This is an optimization exercise on Yosys and OpenROAD, whose aim is small area, not a production implementation.
RTL that was checked went through simulation tests only; none was proved equivalent to the original.
Power and IR drop assume default switching activity.

==> inputs of trial 49 <==
## spec_top
module spec_top (
	input  logic                             sys_clk,
	input  logic                             sys_rst,
	input  logic                             adc_flag,
	input  logic                             spec_valid,
	input  logic                             spec_sop,
	input  logic                             spec_eop,
	input  logic signed [10-1:0] spec_re,
	input  logic signed [10-1:0] spec_im,
	output logic [10-1:0]        sample_addr,
	output logic                             sink_valid,
	output logic                             sink_sop,
	output logic                             sink_eop,
	output logic                             power_valid,
	output logic [10-1:0]        power_bin,
	output logic [20-1:0]         power,
	output logic                             update_flag,
	output logic [10-1:0]        bin_a,
	output logic [10-1:0]        bin_b,
	output logic [20-1:0]         power_a,
  ...
==> module peak_pair_tracker, before the edit <==
module peak_pair_tracker (
	input  logic                        sys_clk,
	input  logic                        sys_rst,
	input  spectrum_pkg::power_sample_t sample,
	output spectrum_pkg::tone_pair_t    pair,
	output logic                        pair_valid
);
	localparam int BIN_W = 10;
	localparam logic [BIN_W-1:0] FIRST_BIN = BIN_W'(1);
	spectrum_pkg::peak_t lo;
	spectrum_pkg::peak_t hi;
	logic                best_hi;
	logic                in_range;
	logic                start;
	logic                gt_lo;
	logic                gt_hi;
	logic                gt_best;
	assign in_range = sample.valid && !sample.bin[BIN_W-1] && (sample.bin != '0);
	assign start    = sample.bin == FIRST_BIN;
	always_comb
	begin
		gt_lo = 1'b0;
		gt_hi = 1'b0;
		for (int i = 0; i < 20; i++)
		begin
			gt_lo = (sample.power[i] & ~lo.power[i]) | ((sample.power[i] | ~lo.power[i]) & gt_lo);
			gt_hi = (sample.power[i] & ~hi.power[i]) | ((sample.power[i] | ~hi.power[i]) & gt_hi);
		end
	end
	assign gt_best  = best_hi ? gt_hi : gt_lo;
	always_ff @(posedge sys_clk)
	begin
		if (in_range && (start || gt_lo || gt_hi))
		begin
			hi      <= {1'b0, sample.bin[BIN_W-2:0], sample.power};  
			best_hi <= start || gt_best;
			if (start)
				lo <= '0;
			else if (best_hi)
				lo <= hi;
		end
	end
	assign pair = {lo, hi};
	always_ff @(posedge sys_clk or negedge sys_rst)
	begin
		if (!sys_rst)
			pair_valid <= 1'b0;
		else
			pair_valid <= sample.last;  
	end
endmodule
==> module isqrt, before the edit <==
module isqrt (
	input  logic [10:0]   rem,     
	input  logic [1:0]             bits,    
	input  logic [10-1:0] root,    
	output logic [10:0]   rem_nxt,
	output logic                   root_bit
);
	localparam int W = 10 + 3;
	logic [W-1:0] rem_shift;
	logic [W-1:0] trial;
	logic [W-1:0] diff;
	logic         borrow;
	assign rem_shift = {rem, bits};
	assign trial     = {1'b0, root, 2'b01};  
	always_comb
	begin
		borrow = 1'b0;
		for (int i = 0; i < W; i++)
		begin
			diff[i] = rem_shift[i] ^ trial[i] ^ borrow;
			borrow  = (~rem_shift[i] & trial[i]) | (~(rem_shift[i] ^ trial[i]) & borrow);
		end
	end
	assign root_bit = !borrow;
	assign rem_nxt  = root_bit ? diff[10:0] : rem_shift[10:0];
endmodule
==> module peak_reporter, before the edit <==
module peak_reporter (
	input  logic                       sys_clk,
	input  logic                       sys_rst,
	input  spectrum_pkg::tone_pair_t   pair,
	input  logic                       pair_valid,
	output spectrum_pkg::tone_report_t report,
	output logic                       update_flag
);
	localparam int POW_W = 20;
	localparam int AMP_W = 10;
	localparam int BIN_W = 10;
	localparam logic [3:0] LAST_STEP = 4'(AMP_W - 1);
	logic [2*POW_W-1:0] pow_q;     
	logic [2*POW_W-1:0] pow_nxt;
	logic [BIN_W-2:0]   bin_a_q;   
	logic [BIN_W-2:0]   bin_b_q;
	logic [AMP_W:0]     rem_q;
	logic [2*AMP_W-1:0] root_q;    
	logic [2*AMP_W-1:0] root_nxt;
	logic [3:0]         step_q;    
	logic               tone_b_q;
	logic               busy_q;
	logic [AMP_W:0]     rem_nxt;
	logic               root_bit;
	logic [AMP_W-1:0]   root_mask;
	logic               tone_end;
	logic               fin;
	always_comb
		for (int i = 0; i < AMP_W; i++)
			root_mask[i] = step_q > 4'(i);
	isqrt i_isqrt (
		.rem      (rem_q),
		.bits     (pow_q[2*POW_W-1 -: 2]),
		.root     (root_q[AMP_W-1:0] & root_mask),
		.rem_nxt  (rem_nxt),
		.root_bit (root_bit)
	);
	assign pow_nxt  = {pow_q[2*POW_W-3:0], pow_q[2*POW_W-1 -: 2]};
	assign root_nxt = {root_q[2*AMP_W-2:0], root_bit};
	assign tone_end = step_q == LAST_STEP;
	assign fin      = busy_q && tone_b_q && tone_end;
	always_ff @(posedge sys_clk)
	begin
		pow_q  <= pair_valid ? {pair.a.power, pair.b.power} : pow_nxt;
		rem_q  <= (pair_valid || tone_end) ? '0 : rem_nxt;
		root_q <= root_nxt;
		if (pair_valid)
		begin
			step_q   <= '0;
			tone_b_q <= 1'b0;
		end
		else
		begin
			step_q <= tone_end ? '0 : step_q + 1'b1;
			if (tone_end)
				tone_b_q <= !tone_b_q;
		end
		if (pair_valid)
		begin
			bin_a_q <= pair.a.bin[BIN_W-2:0];
			bin_b_q <= pair.b.bin[BIN_W-2:0];
		end
	end
	always_ff @(posedge sys_clk or negedge sys_rst)
	begin
		if (!sys_rst)
		begin
			busy_q      <= 1'b0;
			report      <= '0;
			update_flag <= 1'b0;
		end
		else
		begin
			update_flag <= fin;
			if (pair_valid)
				busy_q <= 1'b1;
			else if (fin)
				busy_q <= 1'b0;
			if (fin)
			begin
				report.a <= {1'b0, bin_a_q, pow_nxt[2*POW_W-1 -: POW_W], root_nxt[2*AMP_W-1 -: AMP_W]};
				report.b <= {1'b0, bin_b_q, pow_nxt[POW_W-1:0], root_nxt[AMP_W-1:0]};
			end
		end
	end
endmodule
==> flow/config.mk <==
export PLATFORM = sky130hd
export DESIGN_NAME = spec_top
export DESIGN_NICKNAME = spec_top
export VERILOG_FILES = /design/flow/design.v
export SDC_FILE = /design/flow/constraint.sdc
export NUM_CORES = 4
export LEC_CHECK = 0
export CAP_MARGIN = 20
export CORE_MARGIN = 2
export CORE_UTILIZATION = 80
export CTS_BUF_LIST = sky130_fd_sc_hd__clkbuf_8
export CTS_CLUSTER_DIAMETER = 50
export CTS_CLUSTER_SIZE = 16
export PLACE_DENSITY = 0.88
export SLEW_MARGIN = 20
==> flow/constraint.sdc <==
create_clock -name core_clock -period 10.0 [get_ports {sys_clk}]
set_input_delay 2.0000 -clock core_clock [delete_from_list [all_inputs] [get_ports {sys_clk}]]
set_output_delay 2.0000 -clock core_clock [all_outputs]
set_load 0.01 [all_outputs]
standard.sh (not shown) runs the stock make flow with config.mk's settings and CLKGATE_MAP_FILE= SYNTH_SCRIPT=/design/flow/synth_recipe.tcl, a recipe that flattens the netlist after the stock synthesis.
==> flow/flow/run.sh <==
#!/bin/bash
# The standard layout, with the port buffers made of the smallest buffer cell.
set -euo pipefail
bash standard.sh BUFFER_PORTS_ARGS="-buffer_cell sky130_fd_sc_hd__buf_1" finish > standard.log 2>&1
==> trial 69 (differences from trial 49) <==
--- a/flow/config.mk
+++ b/flow/config.mk
@@ -8,8 +8,8 @@
 export CAP_MARGIN = 20
 export CORE_MARGIN = 2
-export CORE_UTILIZATION = 80
+export CORE_UTILIZATION = 70
 export CTS_BUF_LIST = sky130_fd_sc_hd__clkbuf_8
-export CTS_CLUSTER_DIAMETER = 50
-export CTS_CLUSTER_SIZE = 16
-export PLACE_DENSITY = 0.88
+export CTS_CLUSTER_DIAMETER = 60
+export CTS_CLUSTER_SIZE = 18
+export PLACE_DENSITY = 0.8
 export SLEW_MARGIN = 20
==> trial 85 (differences from trial 49) <==
--- a/flow/design.v
+++ b/flow/design.v
@@ -466,14 +466,6 @@
 	assign in_range = sample.valid && !sample.bin[BIN_W-1] && (sample.bin != '0);
 	assign start    = sample.bin == FIRST_BIN;
-	always_comb
-	begin
-		gt_lo = 1'b0;
-		gt_hi = 1'b0;
-		for (int i = 0; i < 20; i++)
-		begin
-			gt_lo = (sample.power[i] & ~lo.power[i]) | ((sample.power[i] | ~lo.power[i]) & gt_lo);
-			gt_hi = (sample.power[i] & ~hi.power[i]) | ((sample.power[i] | ~hi.power[i]) & gt_hi);
-		end
-	end
+	assign gt_lo    = sample.power > lo.power;
+	assign gt_hi    = sample.power > hi.power;
 	assign gt_best  = best_hi ? gt_hi : gt_lo;
 	always_ff @(posedge sys_clk)
@@ -481,5 +473,5 @@
 		if (in_range && (start || gt_lo || gt_hi))
 		begin
-			hi      <= {1'b0, sample.bin[BIN_W-2:0], sample.power};  
+			hi      <= {sample.bin, sample.power};
 			best_hi <= start || gt_best;
 			if (start)
@@ -505,22 +497,10 @@
 	output logic                   root_bit
 );
-	localparam int W = 10 + 3;
-	logic [W-1:0] rem_shift;
-	logic [W-1:0] trial;
-	logic [W-1:0] diff;
-	logic         borrow;
+	logic [10+2:0] rem_shift;
+	logic [10+3:0] diff;
 	assign rem_shift = {rem, bits};
-	assign trial     = {1'b0, root, 2'b01};  
-	always_comb
-	begin
-		borrow = 1'b0;
-		for (int i = 0; i < W; i++)
-		begin
-			diff[i] = rem_shift[i] ^ trial[i] ^ borrow;
-			borrow  = (~rem_shift[i] & trial[i]) | (~(rem_shift[i] ^ trial[i]) & borrow);
-		end
-	end
-	assign root_bit = !borrow;
-	assign rem_nxt  = root_bit ? diff[10:0] : rem_shift[10:0];
+	assign diff      = {1'b0, rem_shift} - {2'b00, root, 2'b01};  
+	assign root_bit  = !diff[10+3];
+	assign rem_nxt   = root_bit ? diff[10:0] : rem_shift[10:0];
 endmodule
 module peak_reporter (
@@ -535,23 +515,17 @@
 	localparam int AMP_W = 10;
 	localparam int BIN_W = 10;
-	localparam logic [3:0] LAST_STEP = 4'(AMP_W - 1);
-	logic [2*POW_W-1:0] pow_q;     
-	logic [2*POW_W-1:0] pow_nxt;
-	logic [BIN_W-2:0]   bin_a_q;   
-	logic [BIN_W-2:0]   bin_b_q;
+	logic [2*POW_W-1:0] pow_q;    
+	logic [2*BIN_W-1:0] bin_q;
 	logic [AMP_W:0]     rem_q;
-	logic [2*AMP_W-1:0] root_q;    
-	logic [2*AMP_W-1:0] root_nxt;
-	logic [3:0]         step_q;    
-	logic               tone_b_q;
+	logic [2*AMP_W-1:0] root_q;   
+	logic [4:0]         step_q;
 	logic               busy_q;
 	logic [AMP_W:0]     rem_nxt;
 	logic               root_bit;
 	logic [AMP_W-1:0]   root_mask;
-	logic               tone_end;
 	logic               fin;
 	always_comb
 		for (int i = 0; i < AMP_W; i++)
-			root_mask[i] = step_q > 4'(i);
+			root_mask[i] = (step_q < 5'(AMP_W)) || (step_q > 5'(AMP_W + i));
 	isqrt i_isqrt (
 		.rem      (rem_q),
@@ -561,29 +535,23 @@
 		.root_bit (root_bit)
 	);
-	assign pow_nxt  = {pow_q[2*POW_W-3:0], pow_q[2*POW_W-1 -: 2]};
-	assign root_nxt = {root_q[2*AMP_W-2:0], root_bit};
-	assign tone_end = step_q == LAST_STEP;
-	assign fin      = busy_q && tone_b_q && tone_end;
+	assign fin = busy_q && (step_q == 5'(2 * AMP_W));
 	always_ff @(posedge sys_clk)
 	begin
-		pow_q  <= pair_valid ? {pair.a.power, pair.b.power} : pow_nxt;
-		rem_q  <= (pair_valid || tone_end) ? '0 : rem_nxt;
-		root_q <= root_nxt;
 		if (pair_valid)
 		begin
-			step_q   <= '0;
-			tone_b_q <= 1'b0;
+			pow_q  <= {pair.a.power, pair.b.power};
+			rem_q  <= '0;
+			root_q <= '0;
+			step_q <= '0;
 		end
 		else
 		begin
-			step_q <= tone_end ? '0 : step_q + 1'b1;
-			if (tone_end)
-				tone_b_q <= !tone_b_q;
+			pow_q  <= {pow_q[2*POW_W-3:0], pow_q[2*POW_W-1 -: 2]};
+			rem_q  <= (step_q == 5'(AMP_W - 1)) ? '0 : rem_nxt;
+			root_q <= {root_q[2*AMP_W-2:0], root_bit};
+			step_q <= step_q + 1'b1;
 		end
 		if (pair_valid)
-		begin
-			bin_a_q <= pair.a.bin[BIN_W-2:0];
-			bin_b_q <= pair.b.bin[BIN_W-2:0];
-		end
+			bin_q <= {pair.a.bin, pair.b.bin};
 	end
 	always_ff @(posedge sys_clk or negedge sys_rst)
@@ -604,6 +572,6 @@
 			if (fin)
 			begin
-				report.a <= {1'b0, bin_a_q, pow_nxt[2*POW_W-1 -: POW_W], root_nxt[2*AMP_W-1 -: AMP_W]};
-				report.b <= {1'b0, bin_b_q, pow_nxt[POW_W-1:0], root_nxt[AMP_W-1:0]};
+				report.a <= {bin_q[2*BIN_W-1 -: BIN_W], pow_q[2*POW_W-1 -: POW_W], root_q[2*AMP_W-1 -: AMP_W]};
+				report.b <= {bin_q[BIN_W-1:0], pow_q[POW_W-1:0], root_q[AMP_W-1:0]};
 			end
 		end
==> flow/run.sh (new file) <==
#!/bin/bash
# synth_recipe.tcl (not shown) runs the flow's synth.tcl, then flattens the netlist and writes it again
# the make line also repeats each setting of config.mk as NAME=value (left out here)
make -C /OpenROAD-flow-scripts/flow DESIGN_CONFIG=/design/flow/config.mk WORK_HOME=/design/flow/orfs CLKGATE_MAP_FILE= SYNTH_SCRIPT=/design/flow/synth_recipe.tcl finish
==> flow/config.mk (replaced) <==
export PLATFORM = sky130hd
export DESIGN_NAME = spec_top
export DESIGN_NICKNAME = spec_top
export VERILOG_FILES = /design/flow/design.v
export SDC_FILE = /design/flow/constraint.sdc
export NUM_CORES = 4
export LEC_CHECK = 0
export CAP_MARGIN = 20
export CORE_MARGIN = 2
export CORE_UTILIZATION = 40
export SLEW_MARGIN = 20
removed: flow/flow/run.sh
removed: flow/standard.sh
==> notes <==
Clock power, lowest first: trial 69, trial 49, trial 85. Maximum frequency, highest first: trial 69, trial 49, trial 85. In trial 85 the final area is higher than in trial 49, by 19%. Setup slack: trial 69 > trial 49 > trial 85. Of trial 69 and trial 85, trial 85 has the higher cell count (gap about 20%, measured against trial 85). Combinational power: trial 69 < trial 49 < trial 85. Critical path depth is the same in trial 49 and trial 85.
For trial 85, only the layout was checked, not whether the RTL still works.

========
==> inputs of run a <==
spec_top again, from the RTL that the note above started with.
Settings: LEC_CHECK=0, CAP_MARGIN=20, CORE_MARGIN=2, CORE_UTILIZATION=70, CTS_BUF_LIST=sky130_fd_sc_hd__clkbuf_8, CTS_CLUSTER_DIAMETER=60, CTS_CLUSTER_SIZE=18, PLACE_DENSITY=0.8, SLEW_MARGIN=20; clock period 10.0 ns.
==> flow/flow/run.sh <==
#!/bin/bash
# The standard layout with two changes:
# - after the standard synthesis, the combinational logic between the registers is
#   cleaned up: flow/polarity.py removes inverters around the full adders and
#   polarity-paired gates, and flow/resyn.tcl re-maps the rest with ABC for area.
#   Registers (cells and names), full and half adders are kept as they are.
# - the port buffers are made of the smallest buffer cell.
set -euo pipefail
R=orfs/results/sky130hd/spec_top/base
LIB=$FLOW_HOME/platforms/sky130hd/lib/sky130_fd_sc_hd__tt_025C_1v80.lib
YOSYS=yosys
[[ -x $FLOW_HOME/../tools/install/yosys/bin/yosys ]] && YOSYS=$FLOW_HOME/../tools/install/yosys/bin/yosys
bash standard.sh synth > synth.log 2>&1
cp $R/1_2_yosys.v $R/1_2_yosys.standard.v
python3 flow/polarity.py $R/1_2_yosys.standard.v $R/1_2_yosys.pol1.v > polarity1.log 2>&1
LIB=$LIB IN_V=$R/1_2_yosys.pol1.v OUT_V=$R/1_2_yosys.resyn.v TOP=$FLOW_TOP STAT=resyn_stat.txt \
  $YOSYS -c flow/resyn.tcl > resyn.log 2>&1
python3 flow/polarity.py $R/1_2_yosys.resyn.v $R/1_2_yosys.v > polarity2.log 2>&1
rm -f $R/1_synth.odb $R/1_synth.sdc
bash standard.sh BUFFER_PORTS_ARGS="-buffer_cell sky130_fd_sc_hd__buf_1" finish > standard.log 2>&1
==> flow/flow/resyn.tcl <==
# Re-map the combinational logic of the polarity-cleaned netlist for area.
# Registers, full/half adders and tie cells are kept as they are (black boxes),
# so every register keeps its cell and name.
yosys -import
set lib $::env(LIB)
read_liberty -ignore_miss_func $lib
read_verilog $::env(IN_V)
hierarchy -top $::env(TOP)
blackbox sky130_fd_sc_hd__df* sky130_fd_sc_hd__edf* sky130_fd_sc_hd__fa_* sky130_fd_sc_hd__ha_* sky130_fd_sc_hd__conb_*
flatten
opt_clean
abc -liberty $lib -dont_use *probe* -dont_use *lpflow* -dont_use *clkdly* -dont_use *dlygate* -dont_use *dlymetal* -script "+strash;dch;map,-a;mfs2;strash;dch;map,-a;mfs2;strash;dch;map,-a"
opt_clean -purge
setundef -zero
splitnets
opt_clean -purge
hilomap -singleton -hicell sky130_fd_sc_hd__conb_1 HI -locell sky130_fd_sc_hd__conb_1 LO
insbuf -buf sky130_fd_sc_hd__buf_4 A X
opt_clean -purge
check
tee -o $::env(STAT) stat -liberty $lib
write_verilog -noattr -noexpr -nohex -nodec $::env(OUT_V)
Other scripts of this flow, unchanged in this note and not shown: flow/flow/polarity.py
==> run b (differences from run a) <==
--- a/flow/flow/run.sh
+++ b/flow/flow/run.sh
@@ -5,3 +5,3 @@
 #   polarity-paired gates, and flow/resyn.tcl re-maps the rest with ABC for area.
-#   Registers (cells and names), full and half adders are kept as they are.
+#   Registers (cells and names) and full adders are kept as they are.
 # - the port buffers are made of the smallest buffer cell.
--- a/flow/flow/resyn.tcl
+++ b/flow/flow/resyn.tcl
@@ -1,3 +1,3 @@
 # Re-map the combinational logic of the polarity-cleaned netlist for area.
-# Registers, full/half adders and tie cells are kept as they are (black boxes),
+# Registers, full adders and tie cells are kept as they are (black boxes),
 # so every register keeps its cell and name.
@@ -8,3 +8,3 @@
 hierarchy -top $::env(TOP)
-blackbox sky130_fd_sc_hd__df* sky130_fd_sc_hd__edf* sky130_fd_sc_hd__fa_* sky130_fd_sc_hd__ha_* sky130_fd_sc_hd__conb_*
+blackbox sky130_fd_sc_hd__df* sky130_fd_sc_hd__edf* sky130_fd_sc_hd__fa_* sky130_fd_sc_hd__conb_*
 flatten
--- a/flow/config.mk
+++ b/flow/config.mk
@@ -9,3 +9,3 @@
 export CORE_MARGIN = 2
-export CORE_UTILIZATION = 70
+export CORE_UTILIZATION = 85
 export CTS_BUF_LIST = sky130_fd_sc_hd__clkbuf_8
@@ -13,3 +13,3 @@
 export CTS_CLUSTER_SIZE = 18
-export PLACE_DENSITY = 0.8
+export PLACE_DENSITY = 0.9
 export SLEW_MARGIN = 20
==> summary of the runs <==
- In run b the count of clock-buffer cells in the layout is lower than in run a, by 2.
- In clock power, run b and run a hardly differ.
- Against run a, the final cell count of run b is smaller by 2.9%.
- In sequential power, run b and run a hardly differ.
- Against run b, the critical path depth of run a is higher by 1.
- Of run b and run a, run a has the higher synthesized cell count (gap about 0.3%, measured against run a).
- Against run b, the first-iteration DRC count of run a is lower by 42%.
- In sequential cell count, run b and run a do not differ.
- Total power: run a is lower than run b (6.8%).
- Between run a and run b, the lower final area is in run b (gap about 1.5%, measured against run b).
==> figures <==
|  | run a | run b |
|---|---|---|
| Placed standard-cell area | 13,400 sq um | 13,170 sq um |
| Worst slack at placement | 3.770 ps | -78.37 ps |
| Register-to-Register Path Depth | 19 | 17 |
| Terminating pin of the worst hold path | i_peak_reporter.root_q[16]$_DFF_P_ | i_peak_reporter.root_q[12]$_DFF_P_ |
| Highest cell delay on the worst timing path | 490 ps | 580 ps |
| Total met2 wirelength after detailed routing | 12,490 microns | 15,510 microns |
| Detailed-route wire length per cell | 16.00 microns | 20.36 microns |
| First-pass GRT wire length | 41,880 microns | 45,990 microns |
| Relative contribution of the clock network to total power | 17.8% | 16.6% |
| Clock-cell share of area | 2.468% | 2.442% |
| Detail-routed via count per cell | 5.371 | 6.157 |
| Summed instance area of the synthesized netlist | 13,290 sq um | 13,100 sq um |
| Met3 capacity usage during global routing | 4.995% | 6.720% |
| Total detailed-routing wirelength | 25,550 microns | 31,560 microns |
| Power of the combinational group | 945 uW | 1.13 mW |
| HPWL after detailed placement | 19,320 microns | 20,800 microns |
| Starting utilization of the core area | 71.28% | 86.51% |
| Worst Setup Slack, final | 583.5 ps | 490.2 ps |
| Detailed-route via count | 8,577 | 9,544 |
| Core Area | 18,640 sq um | 15,150 sq um |
| Run status | finished clean | finished clean |
| Number of multi-input combinational cells | 733 | 732 |

==> separate check: timing with driven ports <==
The flow's constraints put no driver on any port. The routed layouts listed below were extracted and timed again, unchanged, in two steps.
Step 1 sets driving cells, clkbuf_16 on the clock port and buf_2 on the other inputs (assumed; they add their load-dependent delay and slew).
Step 2 adds t to the input delays and takes it off the output delays; t is the mean of the earliest and latest rising clock arrival at the registers after step 1. Input paths then give back, and output paths get back, about the clock's delay inside the block.
Three values: ideal, step 1, step 2; two values: the first two.
| run | shift t [ns] | setup WS [ns] | worst setup path at the end | worst data-port slew with drivers (ns) |
|---|---|---|---|---|
| trial 49 | 0.597 | 0.809 / 0.831 / 0.234 | input to register | 0.03 |
| trial 69 | 0.561 | 0.815 / 0.830 / 0.269 | input to register | 0.03 |
| trial 85 | 0.601 | 0.799 / 0.823 / 0.223 | input to register | 0.03 |
| run a | 0.560 | 0.584 / 0.602 / 0.042 | input to register | 0.03 |
| run b | 0.572 | 0.490 / 0.507 / -0.064 | input to register | 0.03 |
Met with ideal ports but missed after step 2: setup timing in run b. The setup slack of trial 85, which loses most, moves by +0.024 ns with the drivers and by -0.576 ns with both steps.
